This design comes from an exercise in tuning for small area on the open sky130 flow, not from production work.
For this run, only the layout was checked, not whether the RTL still works.
Power and IR drop assume default switching activity.

File: flow/config.mk
export PLATFORM = sky130hd
export DESIGN_NAME = rvCore
export DESIGN_NICKNAME = rvCore
export VERILOG_FILES = /design/flow/design.v
export SDC_FILE = /design/flow/constraint.sdc
export NUM_CORES = 4
export LEC_CHECK = 0
export CAP_MARGIN = 20
export CORE_MARGIN = 2
export CORE_UTILIZATION = 40
export SLEW_MARGIN = 20
File: flow/run.sh
#!/bin/bash
# synth_recipe.tcl (not shown) runs the flow's synth.tcl, then flattens the netlist and writes it again
# the make line also repeats each setting of config.mk as NAME=value (left out here)
make -C /OpenROAD-flow-scripts/flow DESIGN_CONFIG=/design/flow/config.mk WORK_HOME=/design/flow/orfs CLKGATE_MAP_FILE= SYNTH_SCRIPT=/design/flow/synth_recipe.tcl finish
File: flow/constraint.sdc
create_clock -name core_clock -period 10.0 [get_ports {clk}]
set_input_delay 2.0000 -clock core_clock [delete_from_list [all_inputs] [get_ports {clk}]]
set_output_delay 2.0000 -clock core_clock [all_outputs]
set_load 0.01 [all_outputs]
File: flow/design.v
`timescale 1ns/10ps
`default_nettype none
package rvPkg;
	localparam int Xlen = 32;
	typedef logic [4:0] RegAddr_t;
	typedef struct packed {
		logic [6:0] funct7;
		RegAddr_t rs2;
		RegAddr_t rs1;
		logic [2:0] funct3;
		RegAddr_t rd;
		logic [6:0] opcode;
	} RvRtype_t;
	typedef struct packed {
		logic [11:0] imm;
		RegAddr_t rs1;
		logic [2:0] funct3;
		RegAddr_t rd;
		logic [6:0] opcode;
	} RvItype_t;
	typedef struct packed {
		logic [6:0] immHi;
		RegAddr_t rs2;
		RegAddr_t rs1;
		logic [2:0] funct3;
		logic [4:0] immLo;
		logic [6:0] opcode;
	} RvStype_t;
	typedef struct packed {
		logic sign;
		logic [5:0] immHi;
		RegAddr_t rs2;
		RegAddr_t rs1;
		logic [2:0] funct3;
		logic [3:0] immLo;
		logic imm11;
		logic [6:0] opcode;
	} RvBtype_t;
	typedef struct packed {
		logic [19:0] imm;
		RegAddr_t rd;
		logic [6:0] opcode;
	} RvUtype_t;
	typedef struct packed {
		logic sign;
		logic [9:0] immLo;
		logic imm11;
		logic [7:0] immHi;
		RegAddr_t rd;
		logic [6:0] opcode;
	} RvJtype_t;
	typedef union packed {
		RvRtype_t r;
		RvItype_t i;
		RvStype_t s;
		RvBtype_t b;
		RvUtype_t u;
		RvJtype_t j;
	} RvInst_t;
	typedef enum logic [1:0] {RegNone, RegGpr, RegPc, RegImm} RegType_t;
	typedef struct packed {
		RegType_t regType;
		RegAddr_t addr;
	} Operand_t;
	typedef logic [Xlen-1:0] ImmData_t;
	typedef enum logic [1:0] {UnitNop, UnitAlu, UnitMem} ExeUnit_t;
	typedef enum logic [1:0] {AluAdd, AluComp, AluShift, AluLogic} AluOp_t;
	typedef enum logic [1:0] {LogicXor, LogicOr, LogicAnd} LogicSel_t;
	typedef struct packed {
		logic sub;
		logic right;
		logic arith;
		logic isUnsigned;
		logic lessThan;
		logic negate;
		logic branch;
		logic jump;
		LogicSel_t logicSel;
	} AluSubOp_t;
	typedef struct packed {
		AluOp_t op;
		AluSubOp_t subOp;
	} AluCmd_t;
	typedef enum logic {MemLoad, MemStore} MemOp_t;
	typedef enum logic [1:0] {MemByte, MemHalf, MemWord} MemSize_t;
	typedef struct packed {
		MemOp_t op;
		MemSize_t size;
		logic isUnsigned;
	} MemCmd_t;
	typedef struct packed {
		AluCmd_t alu;
		MemCmd_t mem;
	} Command_t;
	typedef struct packed {
		logic [Xlen-1:0] pc;
		Operand_t rs1;
		Operand_t rs2;
		Operand_t rd;
		ImmData_t imm;
		ExeUnit_t unit;
		Command_t command;
		logic invalid;
	} DecEntry_t;
	typedef struct packed {
		logic [Xlen-1:0] pc;
		RegAddr_t rd;
		logic writeRd;
		logic [Xlen-1:0] value;
		logic [Xlen-1:0] target;
		logic taken;
		logic memValid;
		MemCmd_t memCmd;
		logic [Xlen-1:0] memAddr;
		logic [Xlen-1:0] storeData;
		logic invalid;
	} Result_t;
endpackage
`default_nettype wire
`timescale 1ns/10ps
`default_nettype none
module rvCore (
	input logic clk,
	input logic reset_,
	input logic inValid,
	output logic inReady,
	input logic [31:0] inPc,
	input logic [31:0] inInst,
	output logic outValid,
	input logic outReady,
	output logic [172:0] outResult
);
	logic [31:0] pcR;
	logic [31:0] instR;
	logic [31:0] regs [1:31];
	logic [31:1] regValid;
	logic take;
	logic [4:0] rd;
	logic [4:0] rs1;
	logic [4:0] rs2;
	logic [2:0] f3;
	logic [6:0] f7;
	logic [4:0] op;
	logic isLoad, isStore, isBranch, isJalr, isJal, isOpImm, isOp, isAuipc, isLui, isNop;
	logic bad;
	logic invalid;
	logic writeRd;
	logic [31:0] a;
	logic [31:0] b;
	logic [31:0] immI, immS, immB, immJ, immU, imm;
	logic [31:0] opB;
	logic [31:0] x;
	logic [31:0] y;
	logic sub;
	logic [31:0] sum;
	logic lt;
	logic eq;
	logic cond;
	logic [31:0] shIn;
	logic [31:0] shR;
	logic [31:0] shOut;
	logic [31:0] aluOut;
	logic [31:0] pc4;
	logic [31:0] value;
	logic [31:0] target;
	assign inReady = !outValid || outReady;
	assign take = outValid && outReady;
	always_ff @(posedge clk or negedge reset_) begin
		if (!reset_) begin
			outValid <= 1'b0;
		end else if (inValid && inReady) begin
			outValid <= 1'b1;
		end else if (outReady) begin
			outValid <= 1'b0;
		end
	end
	always_ff @(posedge clk) begin
		if (inValid && inReady) begin
			pcR <= inPc;
			instR <= inInst;
		end
	end
	assign op = instR[6:2];
	assign rd = instR[11:7];
	assign f3 = instR[14:12];
	assign rs1 = instR[19:15];
	assign rs2 = instR[24:20];
	assign f7 = instR[31:25];
	always_comb begin
		isLoad = 1'b0; isStore = 1'b0; isBranch = 1'b0; isJalr = 1'b0; isJal = 1'b0;
		isOpImm = 1'b0; isOp = 1'b0; isAuipc = 1'b0; isLui = 1'b0; isNop = 1'b0;
		case (op)
			5'b00000: isLoad = 1'b1;
			5'b01000: isStore = 1'b1;
			5'b11000: isBranch = 1'b1;
			5'b11001: isJalr = 1'b1;
			5'b11011: isJal = 1'b1;
			5'b00100: isOpImm = 1'b1;
			5'b01100: isOp = 1'b1;
			5'b00101: isAuipc = 1'b1;
			5'b01101: isLui = 1'b1;
			5'b00011, 5'b11100, 5'b01011, 5'b00001, 5'b01001,
			5'b10100, 5'b10000, 5'b10001, 5'b10010, 5'b10011: isNop = 1'b1;
			default: ;
		endcase
	end
	always_comb begin
		bad = 1'b0;
		if (isLoad) bad = (f3 == 3'd3) || (f3[2:1] == 2'b11);
		if (isStore) bad = (f3[2] || f3 == 3'd3);
		if (isBranch) bad = (f3[2:1] == 2'b01);
		if (isJalr) bad = (f3 != 3'd0);
		if (isOpImm && f3 == 3'd1) bad = (f7 != 7'h00);
		if (isOpImm && f3 == 3'd5) bad = (f7 != 7'h00) && (f7 != 7'h20);
		if (isOp) begin
			if (f7 == 7'h20) bad = (f3 != 3'd0) && (f3 != 3'd5);
			else bad = (f7 != 7'h00);
		end
		invalid = bad || (instR[1:0] != 2'b11) ||
			!(isLoad || isStore || isBranch || isJalr || isJal || isOpImm || isOp ||
			  isAuipc || isLui || isNop);
	end
	assign writeRd = !invalid && (isOp || isOpImm || isLui || isAuipc || isJal || isJalr) &&
		(rd != 5'd0);
	assign a = (rs1 != 5'd0 && regValid[rs1]) ? regs[rs1] : 32'd0;
	assign b = (rs2 != 5'd0 && regValid[rs2]) ? regs[rs2] : 32'd0;
	always_ff @(posedge clk) begin
		if (take && writeRd) begin
			regs[rd] <= value;
		end
	end
	always_ff @(posedge clk or negedge reset_) begin
		if (!reset_) begin
			regValid <= '0;
		end else if (take && writeRd) begin
			regValid[rd] <= 1'b1;
		end
	end
	assign immI = {{20{instR[31]}}, instR[31:20]};
	assign immS = {{20{instR[31]}}, instR[31:25], instR[11:7]};
	assign immB = {{19{instR[31]}}, instR[31], instR[7], instR[30:25], instR[11:8], 1'b0};
	assign immJ = {{11{instR[31]}}, instR[31], instR[19:12], instR[20], instR[30:21], 1'b0};
	assign immU = {instR[31:12], 12'b0};
	always_comb begin
		if (isStore) imm = immS;
		else if (isBranch) imm = immB;
		else if (isJal) imm = immJ;
		else if (isLui || isAuipc) imm = immU;
		else imm = immI;
	end
	assign opB = (isOp || isBranch) ? b : immI;
	assign sub = isOp && f7[5];
	always_comb begin
		if (isAuipc || isJal || isBranch) x = pcR;
		else if (isLui) x = 32'd0;
		else x = a;
		if (isOp) y = sub ? ~b : b;
		else y = imm;
	end
	assign sum = x + y + {31'd0, sub};
	assign eq = (a == opB);
	always_comb begin
		if ((isBranch && f3[1]) || (!isBranch && f3[0])) lt = a < opB;
		else lt = $signed(a) < $signed(opB);
	end
	assign cond = (f3[2] ? lt : eq) ^ f3[0];
	always_comb begin
		for (int n = 0; n < 32; n++) shIn[n] = f3[2] ? a[n] : a[31-n];
		shR = $signed({f3[2] && f7[5] && a[31], shIn}) >>> opB[4:0];
		for (int n = 0; n < 32; n++) shOut[n] = f3[2] ? shR[n] : shR[31-n];
	end
	always_comb begin
		case (f3)
			3'd0: aluOut = sum;
			3'd1, 3'd5: aluOut = shOut;
			3'd2, 3'd3: aluOut = {31'd0, lt};
			3'd4: aluOut = a ^ opB;
			3'd6: aluOut = a | opB;
			default: aluOut = a & opB;
		endcase
	end
	assign pc4 = pcR + 32'd4;
	always_comb begin
		if (isJal || isJalr) value = pc4;
		else if (isOp || isOpImm) value = aluOut;
		else value = sum;
	end
	assign target = {sum[31:1], sum[0] && !(isJal || isJalr)};
	assign outResult = {pcR, rd, writeRd, value, target,
		!invalid && isBranch && cond,
		!invalid && (isLoad || isStore),
		isStore, f3[1:0], f3[2],
		sum, b, invalid};
endmodule
`default_nettype wire
==> results by group <==
Placement
  • GPL Wtd Cong: 1.040
  • Placed cell count: 6560
  • IO buf count: 242
  • DP HPWL: 160.3 mm

Power
  • VDD IR max: 0.1693 mV
  • Power density cells: 190.1 mW/mm^2
  • Gate power share: 25.7%
  • Switching Share: 31.28%
  • Leakage power: 0.02468 uW
  • Seq pwr share: 41.8%
  • Sw power: 4234 uW
  • Pint: 9300 uW
  • Clk network pwr share: 32.5%

Global route
  • Vias in the first global route: 43130
  • GR Overflow Total: 0
  • First-pass GRT wire length: 331.3 mm
  • Initial antenna violation count: 7
  • Gr usage total: 29.77%
  • Largest net degree at the start of global routing: 77

Synthesis
  • Post-synth EDFFs: 1056
  • Synth top area cells: edfxtp_1 (51%), mux4_2 (16%), mux2i_1 (5.5%)
  • Largest area contributor in the netlist: edfxtp_1
  • Sequential fraction of the synthesis area: 53.33%
  • Synth Warn #: 1
  • Avg Cell Area, Syn: 14.04 sq um
  • Post-synthesis instance total: 4396
  • Synth Register Bits: 1108
  • Yosys cell types: 100
  • Synth top area share: 51.39%
  • Prevailing post-synth register cell: edfxtp_1
  • Syn_nets: 4607
  • Ys async rst share: 2.888%
  • Syn Std Cell Area: 0.06171 sq mm

Setup path
  • Arrival time worst endpoint: 7.80 ns
  • Highest net fanout along the worst path: 24
  • Reg2reg path depth: 22
  • Worst setup SP type: register
  • Cell repeated most along the worst path: o211ai_1
  • Critical path cell sequence: nor2b_2 -> buf_12 -> nand3_1 -> nand4_1 -> nand2_1 -> o21ai_0 -> ha_1 -> a211o_1 -> o211ai_1 -> a211oi_2 -> o211ai_1 -> a211oi_2 -> o41ai_2 -> o21ai_1 -> a21o_1 -> a21oi_2 -> xnor2_2 -> nand2_1 -> o211ai_1 -> buf_4 -> clkdlybuf4s50_1
  • Slowest cell delay on critical path: 0.85 ns
  • Slowest-stage cell, CP: nor2b_2
  • R2R setup slack: 2.86 ns
  • R2R Path End: regs[7][30]
  • CP Capture Point: outResult[133]
  • CP required: 8.00 ns
  • CP endpoint kind: primary output
  • CP Class: reg2out

Finish
  • Most common cell after layout, fill and taps aside: edfxtp_1
  • # nets final: 4861
  • Fin cells: 6794
  • Antenna Cells: 0
  • Share of layout cells above drive strength 1: 21.71%
  • Layout area overhead: 15.37%
  • Commonest cells after routing, fill and taps aside: edfxtp_1 (1056), mux4_2 (436), mux2i_1 (338)

Timing
  • Relative max-transition margin: 18.11%
  • Fin crit share: 97.97%
  • Fin crit period: 9.797 ns
  • Setup TNS: 0 ns
  • Final hold violations: 0
  • F_max: 0.1021 GHz
  • Slew @ Worst Pin: 1.215 ns
  • Pins Over Slew Limit: 0
  • RSZ-0062 raised after global routing: no
  • Skew final: 0.05974 ns
  • Final setup violation count: 0

Floorplanning
  • Total die area: 0.1574 sq mm
  • Initial core utilization: 40.15%
  • Die W: 396.8 um
  • Num ports: 243
  • Core Footprint: 0.1537 sq mm
  • Die height: 396.8 um
  • Site row count: 144

Hold path
  • Hold path startpoint: regValid[8]
  • HP Class: reg2reg

Clock tree
  • H-tree levels: 3
  • Number of buffers created by CTS: 120
  • Worst-skew pair later-pin latency: 0.79 ns
  • Clk root buf: clkbuf_16
  • TritonCTS clock tree: done
  • Clk buf depth: 3
  • Sink Count: 1108
  • Clk pin slew, worst setup/hold paths: 0.06 ns

Route
  • Total Wirelength: 238.2 mm
  • Vias: 44170
  • WL per Instance: 35.06 um
  • DR pass1 iterations: 7
  • Vias per cell: 6.501
  • ANT nets after route: 0
  • Number of remaining DRC errors: 0
  • Detailed router's first-iteration violation count: 6016

Run
  • Max Cap Viol: 0

Outcome
  • Status: no timing/DRC/antenna violations
-- stage by stage --
step           power, uW  setup slack [ns]  area [sq um]  hold slack [ns]  util (%)
2_1_floorplan       7569            0.7354         61710           0.4376         -
3_3_place_gp        9119            0.2934         67110           0.4912     43.66
3_5_place_dp        9136            0.2374         67120           0.4773     43.67
4_1_cts            13520           0.04063         71110           0.4965     46.27
5_1_grt            13920           0.05610         71190           0.5216     46.32
6_report           13530            0.2033         71190           0.4957     46.32
-- flip-flops by register name, summed over array words and instances, names as in the netlist, named ones only --
register / count
regs: 992
instR: 32
pcR: 32
regValid: 31
isAuipc: 1
isBranch: 1
isJal: 1
isJalr: 1
isLoad: 1
isLui: 1
isNop: 1
isOp: 1
isOpImm: 1
isStore: 1
outValid: 1
-- worst min path at each step --
stage | depth (start not counted) | end | slack (ns)
after floorplan | 1 | regValid[8] | 0.44
after global placement | 1 | regValid[25] | 0.49
after detailed placement | 1 | regValid[20] | 0.48
after CTS | 1 | regValid[8] | 0.50
after global routing | 1 | regValid[10] | 0.52
final | 1 | regValid[8] | 0.50
-- repair_timing --
| item | in CTS | in global routing |
|---|---|---|
| gates resized for setup | 9 | 12 |
| hold buffers | 0 | 0 |
| buffers inserted | 6 | 6 |
| pin swaps | 2 | 7 |
| endpoints found under the setup margin | 7 | 5 |
-- cell families after synthesis --
| group | count (synthesis) | share of synthesized area, % |
|---|---|---|
| buffers and inverters | 457 | 3.702 |
| and+or+nand+nor | 863 | 6.509 |
| DFF | 1108 | 53.33 |
| AOI/OAI and AO/OA | 898 | 9.716 |
| adders and majority gates | 143 | 2.924 |
| xor gates and xnor gates | 97 | 1.401 |
| muxes | 830 | 22.41 |
-- synthesized netlist by cell type (9+ instances only) --
library cell	number
edfxtp_1	1056
mux4_2	436
mux2i_1	340
nor2_1	319
nand2_1	222
a21oi_1	208
o21ai_0	178
ha_1	141
clkbuf_1	137
inv_1	101
a211oi_1	89
buf_2	86
buf_4	81
a21o_1	66
a22oi_1	65
xnor2_1	63
nor3_1	61
mux2_2	51
nand3_1	50
dfrtp_1	32
xor2_1	32
o22ai_1	31
buf_1	28
nand4_1	27
a22o_1	26
and2_1	26
a221oi_1	22
nor2b_1	21
o21ai_1	21
o221ai_1	21
dfxtp_1	20
o21a_1	20
buf_6	19
nand2b_1	19
o211ai_1	19
or2_2	19
or3_1	19
and3_1	18
a31oi_1	16
nor4_1	14
a311oi_1	10
a211o_1	9
-- power groups by stage --
stage / sequential (uW) / combinational (uW) / clock (uW)
after floorplan: 5720 / 1840 / 0
after global placement: 5760 / 3360 / 0
after detailed placement: 5760 / 3370 / 0
after CTS: 5650 / 3420 / 4440
after global routing: 5660 / 3650 / 4610
final: 5660 / 3480 / 4390
-- routing by layer --
| layer | vias to the layer above | wire, um | track usage (%) |
|---|---|---|---|
| met2 | 2773 | 107700 | 46.34 |
| met5 | - | 52 | 0 |
| met4 | 8 | 13650 | 15.01 |
| met1 | 22810 | 91540 | 39.39 |
| li1 | 18030 | - | - |
| met3 | 543 | 25280 | 6.413 |
-- area by class of cell --
| cell class | instances | area (sq um) |
|---|---|---|
| inverters | 104 | 394.1 |
| repair buffers | 485 | 4532 |
| multi-input cells | 2831 | 26920 |
| well taps | 2044 | 2557 |
| flip-flops and latches | 1108 | 32940 |
| clock inverters | 73 | 732.0 |
| fillers | 13530 | 82490 |
| clock buffers | 149 | 3112 |
-- worst max-delay path, delay by kind of cell (launching register included) --
kind | cells | cell delay [ns]
AO/OA/AOI/OAI | 11 | 2.96
AND/OR/NAND/NOR | 5 | 1.57
buffers and inverters | 3 | 1.10
flip-flops | 1 | 0.81
adder cells (fa/ha/maj) | 1 | 0.37
XOR/XNOR | 1 | 0.17

[re-timing with driven ports]
In the flow no input, the clock included, has a driving cell. The finished layout below was timed again as built, in two steps. Step 1, drivers: a clkbuf_16 drives clk and a buf_2 each remaining input, both assumed. Step 2 times the ports against the registers' clock, not the clock port: input delays grow and output delays shrink by t, the midpoint of the rising clock arrivals with the driver on. Three values: ideal ports, drivers, drivers and shift; two values: the first two.
shift t [ns]: 0.842
slack for setup (ns): 0.203 / 0.117 / 0.959
slew at the worst register clock pin (ns): 0.08 / 0.08
After both steps this run still meets setup and hold. For this run, drivers alone change the setup slack by -0.086 ns; drivers and shift together by +0.756 ns.
